From an optimization exercise on the open Yosys and OpenROAD flow, aimed at small area, a short achievable clock period and few clock cycles per item; shortcuts taken in it are not production practice. In this exercise RTL edits were held to simulation tests only and were not proved equivalent to the original.

==> inputs of run a <==
## exp_taylor_seq
module exp_taylor_seq (
  input  logic        clk,
  input  logic        rst_n,
  input  logic        in_valid,
  output logic        in_ready,
  input  logic [31:0] in_data,
  output logic        out_valid,
  input  logic        out_ready,
  output logic [31:0] out_data
);
  logic [31:0] x0, y2;
  logic [31:0] z0, z1, z3;
  logic [4:0]  k0, k1, k2, k3;
  logic [1:0]  t0, t1, t2, t3;
  logic        v0, v1, v2, v3;
  logic        d0, d1, d2, d3;
  logic        fin3;
  logic [47:0] rr0_q, rr0_d;
  logic [47:0] rr1_q, rr1_d;
  logic [47:0] zr0_q, zr0_d;
  logic [47:0] zr1_q, zr1_d;
  logic [47:0] zr2_q, zr2_d;
  logic [1:0]  ein, eout;
  logic        ov1;
  logic [31:0] q1;
  logic [7:0]  r_one, r_two, r_neg;
  logic [15:0] z_one, z_two, z_neg, zo_d, zt_d, zn_d;
  logic [31:0] z2dec;
  logic        free;
  logic        fin2;
  logic [47:0] rsum, zsum;
  logic [31:0] xr, res;
  logic        has_res, do_exit, hold_q0, ov0_n, ov1_n, in_ready_n;
  logic [1:0]  eout_n;
  logic rpp1;
  logic rpp2;
  logic rpp3;
  logic rpp4;
  logic rpp5;
  logic rpp6;
  logic rpp7;
  logic rpp8;
  logic rpp9;
  logic rpp10;
  logic rpp11;
  logic rpp12;
  logic rpp13;
  logic rpp14;
  logic rpp15;
  logic rpp16;
  logic rpp17;
  logic rpp18;
  logic rpp19;
  logic rpp20;
  logic rpp21;
  logic rpp22;
  logic rpp23;
  logic rpp24;
  logic rpp25;
  logic rpp26;
  logic rpp27;
  logic rpp28;
  logic rpp29;
  logic rpp30;
  logic rpp31;
  logic rpp32;
  logic rpp33;
  logic rpp34;
  logic rpp35;
  logic rpp36;
  logic rpp37;
  logic rpp38;
  logic rpp39;
  logic rpp40;
  logic rpp41;
  logic rpp42;
  logic rpp43;
  logic rpp44;
  logic rpp45;
  logic rpp46;
  logic rpp47;
  logic rpp48;
  logic rpp49;
  logic rpp50;
  logic rpp51;
  logic rpp52;
  logic rpp53;
  logic rpp54;
  logic rpp55;
  logic rpp56;
  logic rpp57;
  logic rpp58;
  logic rpp59;
  logic rpp60;
  logic rpp61;
  logic rpp62;
  logic rpp63;
  logic rpp64;
  logic rpp65;
  logic rpp66;
  logic rpp67;
  logic rpp68;
  logic rpp69;
  logic rpp70;
  logic rpp71;
  logic rpp72;
  logic rpp73;
  logic rpp74;
  logic rpp75;
  logic rpp76;
  logic rpp77;
  logic rpp78;
  logic rpp79;
  logic rpp80;
  logic rpp81;
  logic rpp82;
  logic rpp83;
  ...
Settings: LEC_CHECK=0, CAP_MARGIN=20, CORE_MARGIN=2, CORE_UTILIZATION=40, SLEW_MARGIN=20; clock period 11.0 ns.
standard.sh (not shown) runs the stock make flow with config.mk's settings and CLKGATE_MAP_FILE= SYNTH_SCRIPT=/design/flow/synth_recipe.tcl, a recipe that flattens the netlist after the stock synthesis.
==> flow/flow/run.sh <==
#!/bin/bash
set -euo pipefail
MARGIN=$(cat flow/margin.txt)
R=$PWD/orfs/results/$FLOW_PLATFORM/exp_taylor_seq/base
bash standard.sh "$R/1_2_yosys.v" > flow_synth.log 2>&1
python3 flow/polar.py "$R/1_2_yosys.v" > flow_polar.log 2>&1
bash standard.sh SETUP_SLACK_MARGIN=$MARGIN finish > flow_make.log 2>&1
Other scripts of this flow, unchanged in this note and not shown: flow/flow/margin.txt, flow/flow/polar.py
==> run b: changes against run a <==
--- a/flow/design.v
+++ b/flow/design.v
@@ -58,14 +58,16 @@
   logic [4:0]  k0, k1, k2, k3;
   logic [1:0]  t0, t1, t2, t3;
   logic        v0, v1, v2, v3;
   logic        d0, d1, d2, d3;
   logic        fin3;
   logic [47:0] rr0_q, rr0_d;
   logic [47:0] rr1_q, rr1_d;
+  logic [15:0] rlo_s;
+  logic        rlo_c, rlo_q;
   logic [47:0] zr0_q, zr0_d;
   logic [47:0] zr1_q, zr1_d;
   logic [47:0] zr2_q, zr2_d;
   logic [1:0]  ein, eout;
   logic        ov1;
   logic [31:0] q1;
   logic [7:0]  r_one, r_two, r_neg;
@@ -2686,15 +2688,16 @@
   assign {rc726, rs725} = {1'b0, rc560} + rs639 + rc638;
   assign {rc728, rs727} = {1'b0, rc562} + rs641 + rc640;
   assign {rc730, rs729} = {1'b0, rpp269} + rs643 + rc642;
   assign {rc732, rs731} = {1'b0, rpp238} + rpp270 + rc644;
   assign {rc734, rs733} = {1'b0, 1'b1} + rpp271;
   assign rr0_d = {rpp272, rs733, rs731, rs729, rs727, rs725, rs723, rs721, rs719, rs717, rs715, rs713, rs711, rs709, rs707, rs705, rs703, rs701, rs699, rs697, rs695, rs693, rs691, rs689, rs687, rs685, rs683, rs681, rs679, rs677, rs675, rs673, rs671, rs669, rs667, rs665, rs663, rs661, rs659, rs657, rs655, rs653, rs651, rs649, rs647, rs645, rpp2, r_neg[0]};
   assign rr1_d = {rc734, rc732, rc730, rc728, rc726, rc724, rc722, rc720, rc718, rc716, rc714, rc712, rc710, rc708, rc706, rc704, rc702, rc700, rc698, rc696, rc694, rc692, rc690, rc688, rc686, rc684, rc682, rc680, rc678, rc676, rc674, rc672, rc670, rc668, rc666, rc664, rc662, rc660, rc658, rc656, rc654, rc652, rc650, rc648, rc646, rpp35, 1'b0, rpp1};
-  assign rsum = rr0_q + rr1_q;
+  assign {rlo_c, rlo_s} = {1'b0, rr0_d[15:0]} + rr1_d[15:0];
+  assign rsum = {rr0_q[47:16] + rr1_q[47:16] + {31'd0, rlo_q}, 16'd0};
   assign zpp735 = ((z_one[0] & y2[0]) ^ z_neg[0]);
   assign zpp736 = (((z_one[0] & y2[1]) | (z_two[0] & y2[0])) ^ z_neg[0]);
   assign zpp737 = (((z_one[0] & y2[2]) | (z_two[0] & y2[1])) ^ z_neg[0]);
   assign zpp738 = (((z_one[0] & y2[3]) | (z_two[0] & y2[2])) ^ z_neg[0]);
   assign zpp739 = (((z_one[0] & y2[4]) | (z_two[0] & y2[3])) ^ z_neg[0]);
   assign zpp740 = (((z_one[0] & y2[5]) | (z_two[0] & y2[4])) ^ z_neg[0]);
   assign zpp741 = (((z_one[0] & y2[6]) | (z_two[0] & y2[5])) ^ z_neg[0]);
@@ -3629,16 +3632,17 @@
     z0 <= free ? in_data : ((fin3 & ~d3) ? xr : z3);
     k0 <= free ? 5'd20 : k_dec;
     r_one <= free ? 8'h7f : rd_one;
     r_two <= free ? 8'h00 : rd_two;
     r_neg <= free ? 8'h2a : rd_neg;
     t0 <= free ? ein : t3;
     d0 <= free ? 1'b0 : (d3 | fin3);
-    rr0_q <= rr0_d;
-    rr1_q <= rr1_d;
+    rr0_q[47:16] <= rr0_d[47:16];
+    rr1_q[47:16] <= rr1_d[47:16];
+    rlo_q <= rlo_c;
     z1 <= z0; k1 <= k0; t1 <= t0; d1 <= d0;
     y2 <= rsum[47:16];
     z_one <= zo_d; z_two <= zt_d; z_neg <= zn_d; k2 <= k1; t2 <= t1; d2 <= d1;
     zr0_q <= zr0_d;
     zr1_q <= zr1_d;
     zr2_q <= zr2_d;
     z3 <= z2dec; k3 <= k2; t3 <= t2; d3 <= d2; fin3 <= fin2;
==> comparison table <==
metric	run b	run a
Worst clock skew on the final layout	0.0452 ns	0.0274 ns
Multi-input gates	3,160	3,319
Origin of the worst min-delay path	k0[0]	z0[15]
Status	no timing/DRC/antenna violations	no timing/DRC/antenna violations
Clock Latency Late Sink	0.68 ns	0.65 ns
Worst slew margin relative to its limit	25.0%	17.2%
# clk buffers	91	89
Global-route track usage on met1	32.8%	34.5%
Number of buffers inserted during clock tree synthesis	61	68
Clock-pin transition on the worst setup and hold timing paths	0.06 ns	0.07 ns
WL/cell	24.7 µm	26.8 µm
Number of nets at the end of the flow	5,037	5,242
Die Y-Extent	341 µm	348 µm
Wire length of the first global-routing pass	219 mm	244 mm
Non-filler cells, final	5,805	6,049
Testbench counts of run a, summed over its fixed seeds: cycles 6,120, items 320.
Testbench counts of run b, summed over its fixed seeds: cycles 6,120, items 320.

---

==> xenon <==
Another version of the RTL of exp_taylor_seq (not shown whole).
export LEC_CHECK = 0
export CAP_MARGIN = 20
export CORE_MARGIN = 2
export CORE_UTILIZATION = 40
export SLEW_MARGIN = 20
create_clock -name core_clock -period 11.0 [get_ports {clk}]
run.sh (not shown) runs the stock make flow with config.mk's settings and CLKGATE_MAP_FILE= SYNTH_SCRIPT=/design/flow/synth_recipe.tcl, a recipe that flattens the netlist after the stock synthesis.
Stock flow here: none of the scripts above is used.
==> violet: changes against xenon <==
--- a/flow/design.v
+++ b/flow/design.v
@@ -52,11 +52,11 @@
   output logic        out_valid,
   input  logic        out_ready,
   output logic [31:0] out_data
 );
   logic [31:0] x0, y2;
-  logic [31:0] z0, z1, z2, z3;
+  logic [31:0] z0, z1, z3;
   logic [4:0]  k0, k1, k2, k3;
   logic [1:0]  t0, t1, t2, t3;
   logic        v0, v1, v2, v3;
   logic        d0, d1, d2, d3;
   logic        fin3;
@@ -67,11 +67,13 @@
   logic [47:0] zr2_q, zr2_d;
   logic [1:0]  ein, eout;
   logic        ov1;
   logic [31:0] q1;
   logic [7:0]  r_one, r_two, r_neg;
-  logic [15:0] z_one, z_two, z_neg;
+  logic [15:0] z_one, z_two, z_neg, zo_d, zt_d, zn_d;
+  logic [31:0] z2dec;
+  logic        free;
   logic        fin2;
   logic [47:0] rsum, zsum;
   logic [31:0] xr, res;
   logic        has_res, do_exit, hold_q0, ov0_n, ov1_n, in_ready_n;
   logic [1:0]  eout_n;
@@ -2169,14 +2171,16 @@
     endcase
   end
   always_comb begin
     for (int j = 0; j < 16; j++) begin
       logic lo;
-      lo = (j == 0) ? 1'b0 : z2[2*j-1];
-      z_one[j] = z2[2*j] ^ lo;
-      z_two[j] = (z2[2*j+1] & ~z2[2*j] & ~lo) | (~z2[2*j+1] & z2[2*j] & lo);
-      z_neg[j] = z2[2*j+1];
+      lo = (j == 0) ? 1'b0 : z1[2*j-1];
+      zo_d[j] = z1[2*j] ^ lo;
+      zt_d[j] = (z1[2*j+1] & ~z1[2*j] & ~lo) | (~z1[2*j+1] & z1[2*j] & lo);
+      zn_d[j] = z1[2*j+1];
+      z2dec[2*j+1] = z_neg[j];
+      z2dec[2*j]   = z_one[j] ^ ((j == 0) ? 1'b0 : z_neg[j-1]);
     end
   end
   assign fin2 = (k2 == 5'd2);
   assign rpp1 = ((r_one[0] & x0[0]) ^ r_neg[0]);
   assign rpp2 = (((r_one[0] & x0[1]) | (r_two[0] & x0[0])) ^ r_neg[0]);
@@ -4255,10 +4259,11 @@
   assign zsum = {fs2067 , fs2065 , fs2063 , fs2061 , fs2059 , fs2057 , fs2055 , fs2053 , fs2051 , fs2049 , fs2047 , fs2045 , fs2043 , fs2041 , fs2039 , fs2037 , fs2035 , fs2033 , fs2031 , fs2029 , fs2027 , fs2025 , fs2023 , fs2021 , fs2019 , fs2017 , fs2015 , fs2013 , fs2011 , fs2009 , fs2007 , fs2005 , fs2003 , fs2001 , fs1999 , fs1997 , fs1995 , fs1993 , fs1991 , fs1989 , fs1987 , fs1985 , fs1983 , fs1981 , fs1979 , fs1977 , zr0_q[1] , zr0_q[0]} + {fc2066 , fc2064 , fc2062 , fc2060 , fc2058 , fc2056 , fc2054 , fc2052 , fc2050 , fc2048 , fc2046 , fc2044 , fc2042 , fc2040 , fc2038 , fc2036 , fc2034 , fc2032 , fc2030 , fc2028 , fc2026 , fc2024 , fc2022 , fc2020 , fc2018 , fc2016 , fc2014 , fc2012 , fc2010 , fc2008 , fc2006 , fc2004 , fc2002 , fc2000 , fc1998 , fc1996 , fc1994 , fc1992 , fc1990 , fc1988 , fc1986 , fc1984 , fc1982 , fc1980 , fc1978 , zr2_q[2] , 1'b0 , zr1_q[0]};
   assign xr = zsum[47:16];
   assign has_res = v3 & (d3 | fin3);
   assign do_exit = has_res & (t3 == eout) & ~(out_valid & ov1);
   assign res     = d3 ? z3 : xr;
+  assign free    = ~v3 | do_exit;   
   assign hold_q0 = out_valid & ~out_ready;
   assign ov0_n   = hold_q0 | ov1 | do_exit;
   assign ov1_n   = hold_q0 ? (ov1 | do_exit) : (ov1 & do_exit);
   assign eout_n  = eout + {1'b0, do_exit};
   assign in_ready_n = ~v2 | ((d2 | fin2) & (t2 == eout_n) & ~(ov0_n & ov1_n));
@@ -4277,23 +4282,23 @@
       ov1 <= ov1_n;
       in_ready <= in_ready_n;
     end
   end
   always_ff @(posedge clk) begin
-    x0 <= in_ready ? in_data : xr;
-    z0 <= in_ready ? in_data : ((fin3 & ~d3) ? xr : z3);
-    k0 <= in_ready ? 5'd20 : k3 - 5'd1;
-    t0 <= in_ready ? ein : t3;
-    d0 <= in_ready ? 1'b0 : (d3 | fin3);
+    x0 <= free ? in_data : xr;
+    z0 <= free ? in_data : ((fin3 & ~d3) ? xr : z3);
+    k0 <= free ? 5'd20 : k3 - 5'd1;
+    t0 <= free ? ein : t3;
+    d0 <= free ? 1'b0 : (d3 | fin3);
     rr0_q <= rr0_d;
     rr1_q <= rr1_d;
     z1 <= z0; k1 <= k0; t1 <= t0; d1 <= d0;
     y2 <= rsum[47:16];
-    z2 <= z1; k2 <= k1; t2 <= t1; d2 <= d1;
+    z_one <= zo_d; z_two <= zt_d; z_neg <= zn_d; k2 <= k1; t2 <= t1; d2 <= d1;
     zr0_q <= zr0_d;
     zr1_q <= zr1_d;
     zr2_q <= zr2_d;
-    z3 <= z2; k3 <= k2; t3 <= t2; d3 <= d2; fin3 <= fin2;
+    z3 <= z2dec; k3 <= k2; t3 <= t2; d3 <= d2; fin3 <= fin2;
     if (!hold_q0) out_data <= ov1 ? q1 : res;
     if (do_exit) q1 <= res;
   end
 endmodule
==> comparison table <==
quantity                                                                             xenon                   violet
Site row count                                                                         137                      126
Critical R2R Launch                                                                  z2[9]                zr0_q[32]
Multi-input logic portion of the cell area                                           65.0%                    60.9%
Multi-input logic area                                                          0.0387 mm2               0.0314 mm2
Final net count                                                                       7270                     5449
Inverters excl. clock                                                                  703                      669
Diode count                                                                              3                        1
Cell depth of the worst setup path                                                      13                       11
Clock insertion delay at the later pin of the skew report                          0.69 ns                  0.70 ns
GRT Util Overall                                                                     29.7%                    26.9%
Largest net degree at the start of global routing                                      103                       72
End point of the critical path                                                   zr0_q[35]             out_data[27]
Simple logic cell fraction of the synthesized area                                   11.0%                    4.74%
Die Wd                                                                              378 um                   349 um
Fraction of the core area covered by cells at the end of the flow                    42.8%                    43.6%
Met3 capacity usage during global routing                                            5.34%                    6.15%
Worst-case setup margin in the final layout                                        5.79 ns                  6.42 ns
Vias per cell                                                                         6.05                     5.88
Run status                                                         complete, no violations  complete, no violations
Die boundary height                                                                 378 um                   349 um
Fillcell total                                                                       14000                    11300
Clock sink count                                                                       555                      571
Testbench counts of xenon, summed over its fixed seeds: cycles 6,120, items 320.
Testbench counts of violet, summed over its fixed seeds: cycles 6,120, items 320.

---

==> run R <==
exp_taylor_seq, a different RTL version from the one above (not shown whole).
clock: 11.0 ns
lec_check: 0
cap_margin: 20
core_margin: 2
core_utilization: 55
cts_buf_list: sky130_fd_sc_hd__clkbuf_8
cts_cluster_size: 20
slew_margin: 20
standard.sh (not shown) runs the stock make flow with config.mk's settings and CLKGATE_MAP_FILE= SYNTH_SCRIPT=/design/flow/synth_recipe.tcl, a recipe that flattens the netlist after the stock synthesis.
Scripts as last shown in full above: flow/flow/run.sh
Other scripts of this flow, unchanged in this note and not shown: flow/flow/margin.txt, flow/flow/polar.py
==> inputs of run H, as changes to run R <==
--- a/flow/design.v
+++ b/flow/design.v
@@ -60,14 +60,15 @@
   logic        v0, v1, v2, v3;
   logic        d0, d1, d2, d3;
   logic        fin3;
   logic [47:0] rr0_q, rr0_d;
   logic [47:0] rr1_q, rr1_d;
   logic [15:0] rlo_s;
   logic        rlo_c, rlo_q;
+  logic [3:0]  rlo_g, rlo_p, rlo_gq, rlo_pq;
   logic [47:0] zr0_q, zr0_d;
   logic [47:0] zr1_q, zr1_d;
   logic [47:0] zr2_q, zr2_d;
   logic [1:0]  ein, eout;
   logic        ov1;
   logic [31:0] q1;
   logic [7:0]  r_one, r_two, r_neg;
@@ -2688,15 +2689,27 @@
   assign {rc726, rs725} = {1'b0, rc560} + rs639 + rc638;
   assign {rc728, rs727} = {1'b0, rc562} + rs641 + rc640;
   assign {rc730, rs729} = {1'b0, rpp269} + rs643 + rc642;
   assign {rc732, rs731} = {1'b0, rpp238} + rpp270 + rc644;
   assign {rc734, rs733} = {1'b0, 1'b1} + rpp271;
   assign rr0_d = {rpp272, rs733, rs731, rs729, rs727, rs725, rs723, rs721, rs719, rs717, rs715, rs713, rs711, rs709, rs707, rs705, rs703, rs701, rs699, rs697, rs695, rs693, rs691, rs689, rs687, rs685, rs683, rs681, rs679, rs677, rs675, rs673, rs671, rs669, rs667, rs665, rs663, rs661, rs659, rs657, rs655, rs653, rs651, rs649, rs647, rs645, rpp2, r_neg[0]};
   assign rr1_d = {rc734, rc732, rc730, rc728, rc726, rc724, rc722, rc720, rc718, rc716, rc714, rc712, rc710, rc708, rc706, rc704, rc702, rc700, rc698, rc696, rc694, rc692, rc690, rc688, rc686, rc684, rc682, rc680, rc678, rc676, rc674, rc672, rc670, rc668, rc666, rc664, rc662, rc660, rc658, rc656, rc654, rc652, rc650, rc648, rc646, rpp35, 1'b0, rpp1};
-  assign {rlo_c, rlo_s} = {1'b0, rr0_d[15:0]} + rr1_d[15:0];
+  always_comb begin
+    for (int q = 0; q < 4; q++) begin
+      logic [3:0] gg, pp4;
+      gg  = rr0_d[4*q +: 4] & rr1_d[4*q +: 4];
+      pp4 = rr0_d[4*q +: 4] ^ rr1_d[4*q +: 4];
+      rlo_g[q] = gg[3] | (pp4[3] & gg[2]) | (pp4[3] & pp4[2] & gg[1]) | (pp4[3] & pp4[2] & pp4[1] & gg[0]);
+      rlo_p[q] = &pp4;
+    end
+  end
+  assign rlo_c = rlo_gq[3] | (rlo_pq[3] & rlo_gq[2]) | (rlo_pq[3] & rlo_pq[2] & rlo_gq[1])
+               | (rlo_pq[3] & rlo_pq[2] & rlo_pq[1] & rlo_gq[0]);
+  assign rlo_s = 16'd0;
+  assign rlo_q = rlo_c;
   logic bkg0, bkp0;
   assign bkg0 = (rr0_q[16] & rr1_q[16]);
   assign bkp0 = (rr0_q[16] ^ rr1_q[16]);
   logic bkg1, bkp1;
   assign bkg1 = (rr0_q[17] & rr1_q[17]);
   assign bkp1 = (rr0_q[17] ^ rr1_q[17]);
   logic bkg2, bkp2;
@@ -3903,15 +3916,15 @@
     r_one <= free ? 8'h7f : rd_one;
     r_two <= free ? 8'h00 : rd_two;
     r_neg <= free ? 8'h2a : rd_neg;
     t0 <= free ? ein : t3;
     d0 <= free ? 1'b0 : (d3 | fin3);
     rr0_q[47:16] <= rr0_d[47:16];
     rr1_q[47:16] <= rr1_d[47:16];
-    rlo_q <= rlo_c;
+    rlo_gq <= rlo_g; rlo_pq <= rlo_p;
     z1 <= z0; k1 <= k0; t1 <= t0; d1 <= d0;
     y2 <= rsum[47:16];
     z_one <= zo_d; z_two <= zt_d; z_neg <= zn_d; k2 <= k1; t2 <= t1; d2 <= d1;
     zr0_q <= zr0_d;
     zr1_q <= zr1_d;
     zr2_q <= zr2_d;
     z3 <= z2dec; k3 <= k2; t3 <= t2; d3 <= d2; fin3 <= fin2;
==> run summary <==
Fillers: 6,811
DRT iter0 DRCs: 3,457
Worst-Margin Slew: 1.23 ns
Final core occ: 0.615
Layout clock area frac: 0.0416
Status: no timing/DRC/antenna violations
Fraction of area in multi-input gates: 0.624
-- figures above: run H

==> run summary <==
Status: no timing/DRC/antenna violations
Worst-Margin Slew: 1.14 ns
Fraction of area in multi-input gates: 0.618
DRT iter0 DRCs: 3,764
Final core occ: 0.623
-- figures above: run R

Testbench counts of run R, summed over its fixed seeds: cycles 6,120, items 320.
Testbench counts of run H, summed over its fixed seeds: cycles 6,120, items 320.

==> what the ideal ports hide <==
No port has a modelled driver above. Below, the same layouts with a new extraction and two added sets of constraints. Step 1 assumes that a clkbuf_16 drives the clock port and a buf_2 every other input. Step 2 times the ports against the registers' clock, not the clock port: input delays grow and output delays shrink by t, the midpoint of the rising clock arrivals with the driver on. Three values: ideal ports, drivers, drivers and shift; two values: the first two.
run | t (ns) | slack for setup (ns) | latest minus earliest clock arrival (ns) | worst register clock-pin slew, ns
run a | 0.706 | 7.075 / 7.043 / 7.075 | 0.036 / 0.035 | 0.07 / 0.07
run b | 0.730 | 7.035 / 6.993 / 7.035 | 0.050 / 0.049 | 0.07 / 0.07
xenon | 0.738 | 5.792 / 5.792 / 5.792 | 0.062 / 0.062 | 0.07 / 0.07
violet | 0.752 | 6.415 / 6.415 / 6.415 | 0.045 / 0.045 | 0.07 / 0.07
run R | 0.788 | 7.171 / 7.171 / 7.171 | 0.064 / 0.064 | 0.07 / 0.07
run H | 0.792 | 7.060 / 7.060 / 7.060 | 0.036 / 0.035 | 0.07 / 0.07
After both steps every run listed still meets setup and hold.
